This is an optimization exercise on Yosys and OpenROAD, whose aim is small area, not a production implementation.
In this exercise RTL edits were held to simulation tests only and were not proved equivalent to the original.
Power and IR drop assume default switching activity.

File: config.mk
export PLATFORM = sky130hd
export DESIGN_NAME = pipe_collector
export DESIGN_NICKNAME = pipe_collector
export VERILOG_FILES = /design/flow/design.v
export SDC_FILE = /design/flow/constraint.sdc
export NUM_CORES = 4
export LEC_CHECK = 0
export CAP_MARGIN = 20
export CORE_MARGIN = 2
export CORE_UTILIZATION = 55
export SLEW_MARGIN = 20
File: constraint.sdc
create_clock -name core_clock -period 7.5 [get_ports {clk}]
set_input_delay 1.5000 -clock core_clock [delete_from_list [all_inputs] [get_ports {clk}]]
set_output_delay 1.5000 -clock core_clock [all_outputs]
set_load 0.01 [all_outputs]
File: design.v
module pipe_collector #(
    parameter int unsigned WORDS = 64,
    parameter int unsigned WIDTH = 25
) (
    input  logic             clk,
    input  logic             rst,
    input  logic             col_valid,
    output logic             col_ready,
    input  logic [4:0]       col_idx,
    input  logic [WORDS-1:0] col_data,
    input  logic             flush,
    output logic             out_valid,
    input  logic             out_ready,
    output logic [5:0]       out_idx,
    output logic [WIDTH-1:0] out_word,
    output logic             done,
    output logic             idx_err
);
    logic                          drain_q;
    logic                          phase_q;
    logic [WORDS-1:0][WIDTH-1:0]   buf_q;        
    logic [WIDTH-1:0]              mask_q;       
    logic [WIDTH-1:0]              we;
    logic [5:0]                    out_idx_q;
    logic                          done_q;
    logic                          idx_err_q;
    logic col_accept;
    logic last;
    logic shift;
    assign col_accept = col_valid & ~drain_q;
    assign last       = drain_q & out_ready & (out_idx_q == 6'(WORDS-1));
    assign shift      = drain_q & out_ready;
    always_comb begin
        for (int c = 0; c < int'(WIDTH); c++) begin
            we[c] = col_accept & (col_idx == 5'(c));
        end
    end
    always_ff @(posedge clk) begin
        for (int c = 0; c < int'(WIDTH); c++) begin
            for (int n = 0; n < int'(WORDS); n++) begin
                if (we[c])
                    buf_q[n][WIDTH-1-c] <= col_data[n] ^ ~phase_q;
                else if (shift)
                    buf_q[n][WIDTH-1-c] <= ~buf_q[(n + 1) % int'(WORDS)][WIDTH-1-c];
                else
                    buf_q[n][WIDTH-1-c] <= ~buf_q[n][WIDTH-1-c];
            end
        end
    end
    always_ff @(posedge clk or posedge rst) begin
        if (rst) begin
            drain_q   <= 1'b0;
            phase_q   <= 1'b0;
            mask_q    <= '0;
            out_idx_q <= '0;
            done_q    <= 1'b0;
            idx_err_q <= 1'b0;
        end else begin
            phase_q <= ~phase_q;
            done_q  <= last;
            if (col_accept && col_idx >= 5'(WIDTH)) idx_err_q <= 1'b1;
            if (!drain_q) begin
                mask_q <= mask_q | we;
                if ((&(mask_q | we)) || flush) drain_q <= 1'b1;
            end else if (out_ready) begin
                out_idx_q <= out_idx_q + 6'd1;
                if (last) begin
                    drain_q <= 1'b0;
                    mask_q  <= '0;
                end
            end
        end
    end
    logic [WIDTH-1:0] word;
    assign word = buf_q[0] ^ {WIDTH{phase_q}};
    always_comb begin
        for (int c = 0; c < int'(WIDTH); c++) begin
            out_word[WIDTH-1-c] = word[WIDTH-1-c] & mask_q[c];
        end
    end
    assign col_ready = ~drain_q;
    assign out_valid = drain_q;
    assign out_idx   = out_idx_q;
    assign done      = done_q;
    assign idx_err   = idx_err_q;
endmodule
File: flow/run.sh
#!/bin/bash
# Own layout flow: the standard synthesis (for the registers' names and cell
# types), then a hand-mapped netlist of the same design with those registers
# (flow/gen_netlist.py) in its place, then the standard layout steps.
set -euo pipefail
R=orfs/results/sky130hd/pipe_collector/base
bash standard.sh synth > synth_standard.log 2>&1
cp $R/1_2_yosys.v standard_1_2_yosys.v
python3 flow/gen_netlist.py standard_1_2_yosys.v handmap.v > gen_netlist.log 2>&1
cp handmap.v $R/1_2_yosys.v
rm -f $R/1_synth.odb $R/1_synth.sdc
bash standard.sh \
  "CTS_ARGS=-sink_clustering_enable -repair_clock_nets -dont_use_dummy_load -sink_clustering_size 16 -sink_clustering_max_diameter 80 -buf_list sky130_fd_sc_hd__clkbuf_8" \
  "BUFFER_PORTS_ARGS=-inputs -outputs -buffer_cell sky130_fd_sc_hd__buf_1" \
  finish > layout.log 2>&1
File: flow/gen_netlist.py
#!/usr/bin/env python3
"""Hand-mapped sky130hd netlist of pipe_collector (same function as rtl/pipe_collector.sv).

usage: gen_netlist.py STANDARD_NETLIST OUT_NETLIST

The registers keep the names and cell types that the standard synthesis gives
them (read from STANDARD_NETLIST and checked); the logic between them is built
here from library cells:
  * each buffer bit: dfxtp_1 + a222oi_1; the buffer is stored relative to a
    phase bit that toggles every edge, so a bit that is neither written nor
    shifted inverts, a written one loads ~(col_data ^ phase) and a shifted one
    the next row's bit, inverted (the buffer rotates by a word per word read);
  * read: row 0, with the phase XOR and the received-column mask.
"""
import re
import sys

WORDS, WIDTH = 64, 25
P = "sky130_fd_sc_hd__"

lines = []
wires = set()
count = [0]


def w(name):
    wires.add(name)
    return name


def cell(kind, pins, name=None):
    count[0] += 1
    inst = name or f"g{count[0]}"
    conns = ", ".join(f".{p}({n})" for p, n in pins.items())
    lines.append(f"  {P}{kind} {inst} ({conns});")


def net(prefix, *idx):
    return w(prefix + "".join(f"_{i}" for i in idx))


def inv(a, y):
    cell("inv_1", {"A": a, "Y": y})


def main():
    std, out = sys.argv[1], sys.argv[2]
    text = open(std).read()
    regs = {}
    for m in re.finditer(r"sky130_fd_sc_hd__(df\w+)\s+(\\\S+)\s*\(", text):
        regs[m.group(2)] = m.group(1)

    def reg_name(base):
        # \base$_..._ as the standard synthesis names it
        hits = [n for n in regs if n.startswith("\\" + base + "$")]
        assert len(hits) == 1, (base, hits)
        return hits[0]

    used = {}

    def flop(base, d, q, kind):
        name = reg_name(base)
        assert regs[name].startswith(kind.split("_")[0]), (name, regs[name], kind)
        used[name] = True
        pins = {"CLK": "clk", "D": d, "Q": q}
        if kind.startswith("dfrtp"):
            pins["RESET_B"] = "rst_n"
        cell(regs[name], pins, name + " ")

    inv("rst", w("rst_n"))

    # ---------------- control state ----------------
    drain = "out_valid"
    idx = [f"out_idx[{i}]" for i in range(6)]
    mask = [w(f"mask_{c}") for c in range(WIDTH)]
    idx_err = "idx_err"
    done = "done"

    # col_ready = ~drain; accepting a column: col_valid & ~drain
    inv(drain, "col_ready")
    acc = w("acc")
    cell("nor2b_1", {"A": drain, "B_N": "col_valid", "Y": acc})

    # last: drain & out_ready & out_idx == 63
    cell("nand4_1", {"A": idx[0], "B": idx[1], "C": idx[2], "D": idx[3], "Y": w("l_n1")})
    cell("nand4_1", {"A": idx[4], "B": idx[5], "C": drain, "D": "out_ready", "Y": w("l_n2")})
    last, nlast = w("last"), w("nlast")
    cell("nor2_1", {"A": "l_n1", "B": "l_n2", "Y": last})
    cell("or2_1", {"A": "l_n1", "B": "l_n2", "X": nlast})

    # column write decode: we[c] = acc & col_idx == c
    ci = [f"col_idx[{i}]" for i in range(5)]
    cin = [w(f"ci_n{i}") for i in range(5)]
    for i in range(5):
        inv(ci[i], cin[i])
    lo = []
    for k in range(8):
        b = [ci[i] if (k >> i) & 1 else cin[i] for i in range(3)]
        y = w(f"we_lo{k}")
        cell("and4_1", {"A": acc, "B": b[0], "C": b[1], "D": b[2], "X": y})
        lo.append(y)
    hi = []
    for m in range(4):
        a = ci[3] if m & 1 else cin[3]
        b = ci[4] if m & 2 else cin[4]
        y = w(f"we_hi{m}")
        cell("and2_1", {"A": a, "B": b, "X": y})
        hi.append(y)
    we, hold = [], []
    for c in range(WIDTH):
        y = w(f"we_{c}")
        cell("and2_4", {"A": hi[c >> 3], "B": lo[c & 7], "X": y})
        we.append(y)
        h = w(f"hold_{c}")
        cell("nor2_4", {"A": y, "B": "inc_0", "Y": h})
        hold.append(h)

    # idx_err: sticky, set by an accepted column with col_idx >= 25
    cell("or3_1", {"A": ci[0], "B": ci[1], "C": ci[2], "X": w("ie_t")})
    cell("and4_1", {"A": acc, "B": ci[3], "C": ci[4], "D": "ie_t", "X": w("ie_bad")})
    cell("or2_1", {"A": idx_err, "B": "ie_bad", "X": w("ie_d")})
    flop("idx_err_q", "ie_d", idx_err, "dfrtp")

    # done
    flop("done_q", last, done, "dfrtp")

    # mask: (mask | we) & ~last
    md = []
    for c in range(WIDTH):
        y = w(f"mask_d{c}")
        cell("o21a_1", {"A1": mask[c], "A2": we[c], "B1": nlast, "X": y})
        md.append(y)
        flop(f"mask_q[{c}]", y, mask[c], "dfrtp")

    # all columns received: AND of mask_d
    groups = [md[0:4], md[4:8], md[8:12], md[12:16], md[16:20], md[20:23], md[23:25]]
    g_n = []
    for gi, g in enumerate(groups):
        y = w(f"all_n1_{gi}")
        kind = {4: "nand4_1", 3: "nand3_1", 2: "nand2_1"}[len(g)]
        cell(kind, dict(zip("ABCD", g), Y=y))
        g_n.append(y)
    cell("nor4_1", {"A": g_n[0], "B": g_n[1], "C": g_n[2], "D": g_n[3], "Y": w("all_a")})
    cell("nor3_1", {"A": g_n[4], "B": g_n[5], "C": g_n[6], "Y": w("all_b")})
    cell("nand2_1", {"A": "all_a", "B": "all_b", "Y": w("all_n")})
    # collect: all | flush ; drain: ~last
    cell("nand2b_1", {"A_N": "flush", "B": "all_n", "Y": w("go")})
    cell("mux2_1", {"A0": "go", "A1": nlast, "S": drain, "X": w("drain_d")})
    flop("drain_q", "drain_d", drain, "dfrtp")

    # out_idx: += (drain & out_ready)
    carry = w("inc_0")
    cell("and2_1", {"A": drain, "B": "out_ready", "X": carry})
    for i in range(6):
        d = w(f"oidx_d{i}")
        cell("xor2_1", {"A": idx[i], "B": carry, "X": d})
        if i < 5:
            nc = w(f"inc_{i+1}")
            cell("and2_1", {"A": idx[i], "B": carry, "X": nc})
            carry = nc
        flop(f"out_idx_q[{i}]", d, idx[i], "dfrtp")

    # ---------------- phase ----------------
    ph = w("phase_q")
    cell("inv_1", {"A": ph, "Y": w("phase_d")})
    flop("phase_q", "phase_d", ph, "dfrtp")

    # ---------------- buffer ----------------
    # r[n] = col_data[n] ^ phase; bit: ~((q | we) & (hold | r)) = we ? ~r : ~q
    r = []
    for n in range(WORDS):
        y = w(f"rd_{n}")
        cell("xor2_1", {"A": f"col_data[{n}]", "B": ph, "X": y})
        r.append(y)
    q = [[w(f"b_{n}_{b}") for b in range(WIDTH)] for n in range(WORDS)]
    for n in range(WORDS):
        for b in range(WIDTH):
            c = WIDTH - 1 - b
            d = w(f"bd_{n}_{b}")
            cell("a222oi_1", {"A1": we[c], "A2": r[n], "B1": hold[c], "B2": q[n][b],
                              "C1": "inc_0", "C2": q[(n + 1) % WORDS][b], "Y": d})
            flop(f"buf_q[{n * WIDTH + b}]", d, q[n][b], "dfxtp")

    # ---------------- read: row 0 ----------------
    for b in range(WIDTH):
        c = WIDTH - 1 - b
        cell("xor2_1", {"A": q[0][b], "B": ph, "X": w(f"r_{b}_x")})
        cell("and2_1", {"A": f"r_{b}_x", "B": mask[c], "X": f"out_word[{b}]"})

    missing = [n for n in regs if n not in used]
    assert not missing, missing[:5]

    hdr = """module pipe_collector(clk, rst, col_valid, col_ready, col_idx, col_data, flush, out_valid, out_ready, out_idx, out_word, done, idx_err);
  input clk;
  input rst;
  input col_valid;
  output col_ready;
  input [4:0] col_idx;
  input [63:0] col_data;
  input flush;
  output out_valid;
  input out_ready;
  output [5:0] out_idx;
  output [24:0] out_word;
  output done;
  output idx_err;
"""
    body = [f"  wire {x};" for x in sorted(wires)]
    tail = []
    with open(out, "w") as f:
        f.write(hdr + "\n".join(body + lines + tail) + "\nendmodule\n")


if __name__ == "__main__":
    main()
File: standard.sh
#!/bin/bash
# synth_recipe.tcl (not shown) runs the flow's synth.tcl, then flattens the netlist and writes it again
# the make line also repeats each setting of config.mk as NAME=value (left out here)
make -C /OpenROAD-flow-scripts/flow DESIGN_CONFIG=/design/flow/config.mk WORK_HOME=/design/flow/orfs CLKGATE_MAP_FILE= SYNTH_SCRIPT=/design/flow/synth_recipe.tcl "${@:-finish}"
==> qor.yml, run 1 <==
timing:
  finClkSkew_ns: 0.0538
  rsz0062_at_grt: "no"
  maxSlewHeadroom_pct: 20.2
  drv_slew: 0
  setup_tns_ns: 0
  fmax_ghz: 0.222
  setup_viol: 0
  hold_violations: 0
  min_period_over_period_pct: 60.2
  fin_crit_ns: 4.51
  hold_ws_ns: 0.375
  worst_slew_pin_slew_ns: 1.19
worst_setup_path:
  startpoint: "phase_q$_DFF_PP0_"
  path_class: "reg -> out"
  cp_data_arrival_time_ns: 3.01
  end_kind: "output port"
  startpoint_type: "flop"
  reg2reg_depth: 7
  required_ns: 6.00
  path_max_fanout: 46
  reg2reg_from: "drain_q$_DFF_PP0_"
synthesis:
  syn_area_um2: 50900
  synthCells: 3476
  yosys_warnings: 1
  synth_fp_nets: 3550
  synth.avg_cell_area_um2: 14.6
clock_network:
  cts_hold_buffers: 0
  cts_tree: "yes"
  cts_resized: 0
  cts_root_buf: "clkbuf_8"
  htreeDepth: 3
  numCtsBuffers: 112
  insertion_delay_ns: 0.78
  cts_num_sinks: 1635
  cts_setup_buffers: 0
  cts.clk_slew.worst_paths_ns: 0.10
  clock_tree.buffer_depth: 3
grt:
  grt_max_degree: 225
  antenna_found_initial: 2
  track_usage_pct: 32.0
  grt_pass1_vias: 38700
  grt_pass1_wl_um: 237000
  gr-total-overflow: 0
final_layout:
  fillers: 7087
  syn2layout_area_growth_pct: 10.0
  final_nets: 3834
  final_layout_size_suffix_gt1_share_pct: 7.72
  stdcell_area_um2: 56000
drt:
  drt-vias-per-instance: 8.35
  ant_nets: 0
  drt-pass1-iter-count: 21
  avgRoutedWirePerCell_um: 32.0
  drt_iter0_drc: 12400
  vias: 41300
  routed_wl_um: 158000
  drc: 0
power:
  power_leakage_nw: 20.8
  power.density_nw_per_um2: 304
  vdd_ir_drop_max_mv: 0.184
  total_power_w: 0.0170
hold_path:
  hold_class: "reg -> reg"
  whs_path_depth: 1
  hold_start: "buf_q[1280]$_DFF_P_"
floorplanning:
  die-area_um2: 95000
  start_util_pct: 55.5
  die_w_um: 308
  io_pins: 109
  rows: 111
  design.core.area_um2: 91700
  die_h_um: 308
flow_run:
  cap_violations: 0
place:
  hpwl_um: 83400
  placed_cell_area_um2: 54400
  io_buffers: 108
  gp_congestion: 0.790
run_status:
  outcome: "no timing/DRC/antenna violations"
-- critical path: stages (launching register included) --
cell and delay (ns):
dfrtp_4 0.92, buf_12 0.54, xor2_1 0.21, and2_1 0.29
buf_1 0.20
-- metrics by stage --
stage	utilization, %	std cells	setup WS (ns)
CTS	61.1	4943	2.92
global route	61.1	4946	2.88
detailed placement	59.4	4831	3.13
floorplan	-	3476	-4.72
global placement	59.4	4831	3.19
finish	61.1	4946	2.99
-- where the power goes --
| part | switching, W | internal, W |
|---|---|---|
| Combinational | 0.00100 | 0.000918 |
| Clock | 0.00260 | 0.00133 |
| Sequential | 0.000960 | 0.0102 |
| Total | 0.00456 | 0.0124 |
-- placed cells by master (no fill, tap or decap), types with 8 or more instances in the layout --
| master | instances |
|---|---|
| a222oi_1 | 1600 |
| and2_1 | 34 |
| and2_4 | 26 |
| and4_1 | 9 |
| buf_1 | 108 |
| buf_4 | 54 |
| clkbuf_8 | 112 |
| dfrtp_1 | 34 |
| dfxtp_1 | 1600 |
| inv_1 | 8 |
| nor2_4 | 25 |
| o21a_1 | 25 |
| xor2_1 | 31 |
| xor2_2 | 9 |
| xor2_4 | 55 |
-- per-layer routing --
metal  vias up  GRT usage (%)  part of all wire, %
met1     21100           43.2                   40
met2      2417           51.0                   46
met4         2           13.2                  3.4
met3       283           5.26                   10
met5         -              0               0.0082
li1      17500              -                    -
-- layout make-up --
class	instances	area (um^2)	share of cell area [%]
diodes	2	5.00	0.00894
clock buffers	112	1540	2.75
inverters	8	30.0	0.0536
multi-input cells	1833	19000	34.0
flip-flops and latches	1635	32900	58.8
well taps	1186	1480	2.65
repair buffers	170	966	1.73
-- flip-flops by register name, summed over array words and instances, names as in the netlist --
name / count
done_q: 1
phase_q: 1
out_idx_q: 6
mask_q: 25
buf_q: 1600
drain_q: 1
idx_err_q: 1
-- final timing paths --
kind | slack (ns) | to
setup / recovery | 2.99 | out_word[21]
hold / removal | 0.38 | buf_q[1255]$_DFF_P_
setup reg to reg | 4.03 | buf_q[1595]$_DFF_P_
hold reg to reg | 0.38 | buf_q[1255]$_DFF_P_
max in group asynchronous | 6.30 | phase_q$_DFF_PP0_
min in group asynchronous | 0.81 | out_idx_q[5]$_DFFE_PP0P_
==> run 2: changes to the inputs <==
--- a/flow/gen_netlist.py
+++ b/flow/gen_netlist.py
@@ -112,7 +112,11 @@
         cell("and2_4", {"A": hi[c >> 3], "B": lo[c & 7], "X": y})
         we.append(y)
-        h = w(f"hold_{c}")
-        cell("nor2_4", {"A": y, "B": "inc_0", "Y": h})
-        hold.append(h)
+        # two copies, each for half of the words
+        hs = []
+        for half in range(2):
+            h = w(f"hold_{c}_{half}")
+            cell("nor2_2", {"A": y, "B": "inc_0", "Y": h})
+            hs.append(h)
+        hold.append(hs)
 
     # idx_err: sticky, set by an accepted column with col_idx >= 25
@@ -167,5 +171,5 @@
 
     # ---------------- buffer ----------------
-    # r[n] = col_data[n] ^ phase; bit: ~((q | we) & (hold | r)) = we ? ~r : ~q
+    # r[n] = col_data[n] ^ phase; bit: ~(we & r | hold & q | shift & q_next)
     r = []
     for n in range(WORDS):
@@ -178,5 +182,5 @@
             c = WIDTH - 1 - b
             d = w(f"bd_{n}_{b}")
-            cell("a222oi_1", {"A1": we[c], "A2": r[n], "B1": hold[c], "B2": q[n][b],
+            cell("a222oi_1", {"A1": we[c], "A2": r[n], "B1": hold[c][n // 32], "B2": q[n][b],
                               "C1": "inc_0", "C2": q[(n + 1) % WORDS][b], "Y": d})
             flop(f"buf_q[{n * WIDTH + b}]", d, q[n][b], "dfxtp")
==> run 2 against run 1 <==
Net effect:
- critical path depth did not move
- clock-buffer cell count did not move
- power is essentially flat
- synthesized cell count rose by 0.72%
- sequential share of layout area is 0.20 points higher
- via count grew 0.66%
- first-iteration DRC count grew 9.5%
- cell count grew 0.93%
- hold slack got worse by 0.00068 ns
- still clean on timing, DRC and antenna
- largest cell class unchanged
- die area hardly changed
- combinational power about the same
==> qor.yml, run 2 <==
worst_setup_path:
  path_class: "reg -> out"
  path_max_fanout: 54  # +17%
  end_kind: "output port"
  critical_path.slowest_cell: "dfrtp_4"
  startpoint_type: "flop"
  required_ns: 6.00  # about the same
  path_buf_inv: 2  # unchanged
  crit_chain: "buf_12 > xor2_1 > and2_1 > buf_1"
  crit_path_max_incr_delay_ns: 1.07  # +0.15 ns
  cp_data_arrival_time_ns: 3.16  # +0.15 ns
  worst-path-stages: 4  # unchanged
  reg2reg_depth: 4  # -3
  cpLargestDelayFamily: "flip-flops"
floorplanning:
  rows: 111  # unchanged
  io_pins: 109  # unchanged
  design.core.area_um2: 91700  # unchanged
  die_w_um: 308  # about the same
  die_h_um: 308  # about the same
  die-area_um2: 95000  # about the same
  start_util_pct: 55.5  # about the same
timing:
  fmax_ghz: 0.215  # -3.0%
  finClkSkew_ns: 0.0539  # +0.0000729 ns
  min_period_over_period_pct: 62.1  # +1.9 points
  maxSlewHeadroom_pct: 20.5  # +0.28 points
  setup_tns_ns: 0  # unchanged
  worst_slew_pin_slew_ns: 1.19  # -0.00232 ns
  hold_violations: 0  # unchanged
  rsz0062_at_grt: "no"
  setup_viol: 0  # unchanged
  drv_slew: 0  # unchanged
  fin_crit_ns: 4.65  # +0.140 ns
clock_network:
  cts_root_buf: "clkbuf_8"
  insertion_delay_ns: 0.81  # +0.03 ns
  clock_tree.buffer_depth: 3  # unchanged
  cts_hold_buffers: 0  # unchanged
  cts_tree: "yes"
  cts_resized: 0  # unchanged
  numCtsBuffers: 112  # unchanged
  cts_num_sinks: 1635  # unchanged
  htreeDepth: 3  # unchanged
  cts.clk_slew.worst_paths_ns: 0.10  # about the same
  cts_setup_buffers: 0  # unchanged
power:
  power_leakage_nw: 20.9  # +0.48%
  power.density_nw_per_um2: 305  # +0.32%
  vdd_ir_drop_max_mv: 0.173  # -5.9%
synthesis:
  syn_area_um2: 50900  # about the same
  synth.avg_cell_area_um2: 14.5  # -0.65%
  synth_fp_nets: 3575  # +0.70%
  synthCells: 3501  # +0.72%
  yosys_warnings: 1  # unchanged
final_layout:
  finalCoreUtilization_pct: 60.9  # -0.21 points
  final_cell_mix: "1600 x dfxtp_1, 1600 x a222oi_1, 112 x clkbuf_8"
  seqCellArea_um2: 32900  # unchanged
  final_nets: 3877  # +1.1%
  final_layout_size_suffix_gt1_share_pct: 8.79  # +1.1 points
  multiInputGateArea_um2: 18700  # -1.7%
  largest_reg_flops: 1600  # unchanged
  reg.largest.list: "buf_q x1600, mask_q x25, out_idx_q x6"
  syn2layout_area_growth_pct: 9.58
  largest-register: "buf_q"
  fillers: 7069  # -0.25%
  stdcell_area_um2: 55800  # -0.34%
grt:
  track_usage_pct: 32.4  # +0.46 points
  grt_pass1_vias: 37000  # -4.4%
  gr-total-overflow: 0  # unchanged
  antenna_found_initial: 10  # +8
  grt_pass1_wl_um: 236000  # -0.46%
  grt_max_degree: 243  # +8.0%
place:
  gp_congestion: 0.772  # -2.3%
  hpwl_um: 80700  # -3.2%
  placed_cell_area_um2: 54000  # -0.80%
  io_buffers: 108  # unchanged
drt:
  drc: 0  # unchanged
  drt_iter0_drc: 13600  # +9.5%
  vias: 41600  # +0.66%
  routed_wl_um: 162000  # +2.5%
  drt-vias-per-instance: 8.33  # -0.26%
  drt-pass1-iter-count: 29  # +38%
  ant_nets: 0  # unchanged
  avgRoutedWirePerCell_um: 32.5  # +1.5%
hold_path:
  whs_path_depth: 1  # unchanged
  hold_class: "reg -> reg"
flow_run:
  cap_violations: 0  # unchanged
run_status:
  outcome: "no timing/DRC/antenna violations"
[run 2: cell types whose count changed in the layout (fill, tap and decap cells not counted)]
cell,delta
inv_2,+1
buf_4,+19
inv_1,-1
xor2_4,-54
nor2_4,+25
buf_8,-1
diode_2,+3
xor2_2,+54
[run 2: worst paths after layout]
check	from	endpoint	slack, ns
max	phase_q$_DFF_PP0_	out_word[24]	2.85
min	buf_q[1475]$_DFF_P_	buf_q[1450]$_DFF_P_	0.37
max reg2reg	drain_q$_DFF_PP0_	buf_q[1400]$_DFF_P_	3.90
min reg2reg	buf_q[1475]$_DFF_P_	buf_q[1450]$_DFF_P_	0.37
max in group asynchronous	rst	phase_q$_DFF_PP0_	6.04
min in group asynchronous	rst	out_idx_q[4]$_DFFE_PP0P_	0.84
[run 2: metrics by stage]
| step | cells | hold slack (ns) | power [W] | setup slack [ns] |
|---|---|---|---|---|
| detailed placement | 4875 | 0.431 | 0.0132 | 3.22 |
| finish | 4992 | 0.374 | 0.0170 | 2.85 |
| global placement | 4875 | 0.426 | 0.0130 | 3.41 |
| CTS | 4987 | 0.382 | 0.0170 | 2.73 |
| global route | 4990 | 0.394 | 0.0177 | 2.66 |
| floorplan | 3501 | 0.421 | 0.0125 | -4.82 |
[run 2: layout make-up]
class	instances	area share, %
Sequential cell	1635	59.0
Multi-Input combinational cell	1858	33.6
Clock buffer	112	2.76
Tap cell	1186	2.66
Timing Repair Buffer	188	1.96
Inverter	8	0.0538
Antenna cell	5	0.0224
[run 2: metal layers]
metal	up-vias	wire length [um]	share of wire [%]	GRT usage [%]
met4	4	5880	3.6	11.9
met3	355	19900	12	5.13
met1	20800	63100	39	45.7
met5	-	23	0.014	0
met2	2805	73400	45	50.5
li1	17700	-	-	-
[run 2: report_power, final]
group	switching [W]	internal (W)	total, W
sequential	0.000917	0.0102	0.0111
combinational	0.00103	0.000918	0.00195
clock	0.00261	0.00133	0.00394
==> run 3: changes to the inputs <==
--- a/flow/run.sh
+++ b/flow/run.sh
@@ -11,5 +11,5 @@
 rm -f $R/1_synth.odb $R/1_synth.sdc
 bash standard.sh \
-  "CTS_ARGS=-sink_clustering_enable -repair_clock_nets -dont_use_dummy_load -sink_clustering_size 16 -sink_clustering_max_diameter 80 -buf_list sky130_fd_sc_hd__clkbuf_8" \
+  "CTS_ARGS=-sink_clustering_enable -repair_clock_nets -dont_use_dummy_load -sink_clustering_size 18 -sink_clustering_max_diameter 70 -buf_list sky130_fd_sc_hd__clkbuf_8" \
   "BUFFER_PORTS_ARGS=-inputs -outputs -buffer_cell sky130_fd_sc_hd__buf_1" \
   finish > layout.log 2>&1
==> run 3 against run 2 <==
Net effect:
- utilization fell by 0.16 points
- critical path depth stayed put
- via count shrank 0.13%
- synthesized area unchanged
- sequential power hardly changed
- power is 0.86% lower
- register-to-register slack hardly changed
- highest routed layer unchanged
- cell count down 0.20%
- global-route usage is 0.053 points lower
- clock-buffer cell count fell by 11
- sequential share of layout area rose by 0.16 points
- critical endpoint unchanged
- non-clock buffer count did not move
==> qor.yml, run 3 <==
hold_path:
  hold_class: "reg -> reg"
floorplanning:
  rows: 111  # unchanged
  start_util_pct: 55.5  # unchanged
  io_pins: 109  # unchanged
  design.core.area_um2: 91700  # unchanged
  die-area_um2: 95000  # unchanged
  die_h_um: 308  # unchanged
  die_w_um: 308  # unchanged
clock_network:
  numCtsBuffers: 101  # -9.8%
  cts_setup_buffers: 0  # unchanged
  cts_hold_buffers: 0  # unchanged
  cts_resized: 0  # unchanged
  htreeDepth: 3  # unchanged
  cts_tree: "yes"
  cts_root_buf: "clkbuf_8"
  cts_num_sinks: 1635  # unchanged
  insertion_delay_ns: 0.80  # about the same
  clock_tree.buffer_depth: 3  # unchanged
  cts.clk_slew.worst_paths_ns: 0.11  # about the same
place:
  io_buffers: 108  # unchanged
  gp_congestion: 0.772  # unchanged
  dpl.cell_count: 4875  # unchanged
  hpwl_um: 80700  # unchanged
  pre_cts_slack_ns: 3.22  # unchanged
grt:
  globalRouteMet3Util_pct: 5.33  # +0.20 points
  grt_max_degree: 243  # unchanged
  grt_pass1_vias: 36900  # -0.11%
  gr-total-overflow: 0  # unchanged
  grt_pass1_wl_um: 236000  # -0.13%
  busiest_layer: "met2"
  track_usage_pct: 32.4  # -0.053 points
  grt_util_met2_pct: 50.5  # about the same
  grtUsageMet1_pct: 45.5  # -0.20 points
  antenna_found_initial: 10  # unchanged
run_status:
  outcome: "no timing/DRC/antenna violations"
drt:
  vias: 41500  # -0.13%
  avgRoutedWirePerCell_um: 32.5  # about the same
  drt-vias-per-instance: 8.34  # about the same
  routed_wl_um: 162000  # -0.16%
  drc: 0  # unchanged
  ant_nets: 0  # unchanged
  drt-pass1-iter-count: 29  # unchanged
  drt_iter0_drc: 13500  # -0.77%
timing:
  hold_violations: 0  # unchanged
  worst_slew_pin_slew_ns: 1.13  # -0.0671 ns
  setup_tns_ns: 0  # unchanged
  finalWorstSetupSlack_ns: 2.86  # +0.0170 ns
  rsz0062_at_grt: "no"
  finClkSkew_ns: 0.0321  # -0.0217 ns
  fin_crit_ns: 4.64  # -0.0170 ns
  min_period_over_period_pct: 61.8  # -0.23 points
  fmax_ghz: 0.216  # +0.37%
  maxSlewHeadroom_pct: 25.0  # +4.5 points
  drv_slew: 0  # unchanged
  setup_viol: 0  # unchanged
  hold_ws_ns: 0.415  # +0.0411 ns
final_layout:
  reg.largest.list: "buf_q x1600, mask_q x25, out_idx_q x6"
  largest_reg_flops: 1600  # unchanged
  fillers: 7105  # +0.51%
  final_nets: 3866  # -0.28%
  fin_cells: 4982  # -0.20%
  syn2layout_area_growth_pct: 9.29
  largest-register: "buf_q"
  finalCoreUtilization_pct: 60.7  # -0.16 points
  final_cell_mix: "1600 x dfxtp_1, 1600 x a222oi_1, 108 x buf_1"
  final_layout_size_suffix_gt1_share_pct: 8.52  # -0.26 points
synthesis:
  yosys_warnings: 1  # unchanged
  synth.avg_cell_area_um2: 14.5  # unchanged
  synth_fp_nets: 3575  # unchanged
  syn_area_um2: 50900  # unchanged
  synthCells: 3501  # unchanged
worst_setup_path:
  end_kind: "output port"
  path_max_fanout: 54  # unchanged
  required_ns: 6.00  # about the same
  path_class: "reg -> out"
  cp_data_arrival_time_ns: 3.14  # -0.02 ns
  crit_chain: "buf_12 > xor2_1 > and2_1 > buf_1"
  critical_path.slowest_cell: "dfrtp_4"
  startpoint_type: "flop"
  crit_path_max_incr_delay_ns: 1.08  # about the same
power:
  power_leakage_nw: 20.8  # -0.38%
  power.density_nw_per_um2: 303  # -0.59%
  vdd_ir_drop_max_mv: 0.172  # -0.91%
flow_run:
  cap_violations: 0  # unchanged
[run 3: area by class of cell]
type,count,area [um^2],area share [%]
Timing Repair Buffer,188,1090,1.97
Inverter,8,30.0,0.0540
Tap cell,1186,1480,2.67
Sequential cell,1635,32900,59.1
Antenna cell,6,15.0,0.0270
Clock buffer,101,1390,2.50
Multi-Input combinational cell,1858,18700,33.6
[run 3: routing by layer]
layer / up-vias / part of all wire [%]
li1: 17600 / -
met1: 20800 / 39
met2: 2719 / 45
met3: 340 / 12
met4: 6 / 3.7
met5: - / 0.025
[run 3: per-stage QoR]
stage / total power, W / cell area (um^2)
final: 0.0169 / 55600
after global routing: 0.0176 / 55600
after CTS: 0.0169 / 55400
after detailed placement: 0.0132 / 54000
after global placement: 0.0130 / 54000
after floorplan: 0.0125 / 50900
[run 3: worst max-delay path, delay by kind of cell (launching register included)]
kind / cells / cell delay (ns)
xor+xnor: 1 / 0.19
buf+inv: 2 / 0.73
flops: 1 / 1.08
simple gates: 1 / 0.31
[run 3: final timing paths]
kind,slack (ns),from,to,cells past startpoint
worst max-delay path,2.86,phase_q$_DFF_PP0_,out_word[24],4
worst min-delay path,0.42,buf_q[1385]$_DFF_P_,buf_q[1360]$_DFF_P_,1
worst max register to register,3.91,drain_q$_DFF_PP0_,buf_q[1423]$_DFF_P_,4
worst min register to register,0.42,buf_q[1385]$_DFF_P_,buf_q[1360]$_DFF_P_,1
max in group asynchronous,6.04,rst,phase_q$_DFF_PP0_,2
min in group asynchronous,0.84,rst,out_idx_q[5]$_DFFE_PP0P_,2
[run 3: report_power, final]
group	internal (W)	total, W	switching, W
registers	0.0102	0.0111	0.000917
logic	0.000917	0.00195	0.00103
clock network	0.00121	0.00379	0.00258

-- port drivers added, routing unchanged --
No port has a modelled driver above. Below, the same layouts with a new extraction and two added sets of constraints. Step 1 sets driving cells, clkbuf_16 on the clock port and buf_2 on the other inputs (assumed; they add their load-dependent delay and slew). Step 2 moves the port delays by t, midway between the first and last clock arrival at a register: inputs arrive t later, outputs are due t later. That takes back most of the time a late clock gives input paths. Slacks: ideal / step 1 / step 2; pairs: ideal / step 1.
run	shift t [ns]	slack for setup (ns)	worst data-port slew with drivers (ns)
run 1	0.828	2.985 / 2.922 / 2.978	0.04
run 2	0.858	2.845 / 2.772 / 3.007	0.23
run 3	0.851	2.862 / 2.790 / 3.018	0.24
After both steps setup and hold are still met in every run listed. For run 1, which loses most, drivers alone change the setup slack by -0.063 ns; drivers and shift together by -0.007 ns.
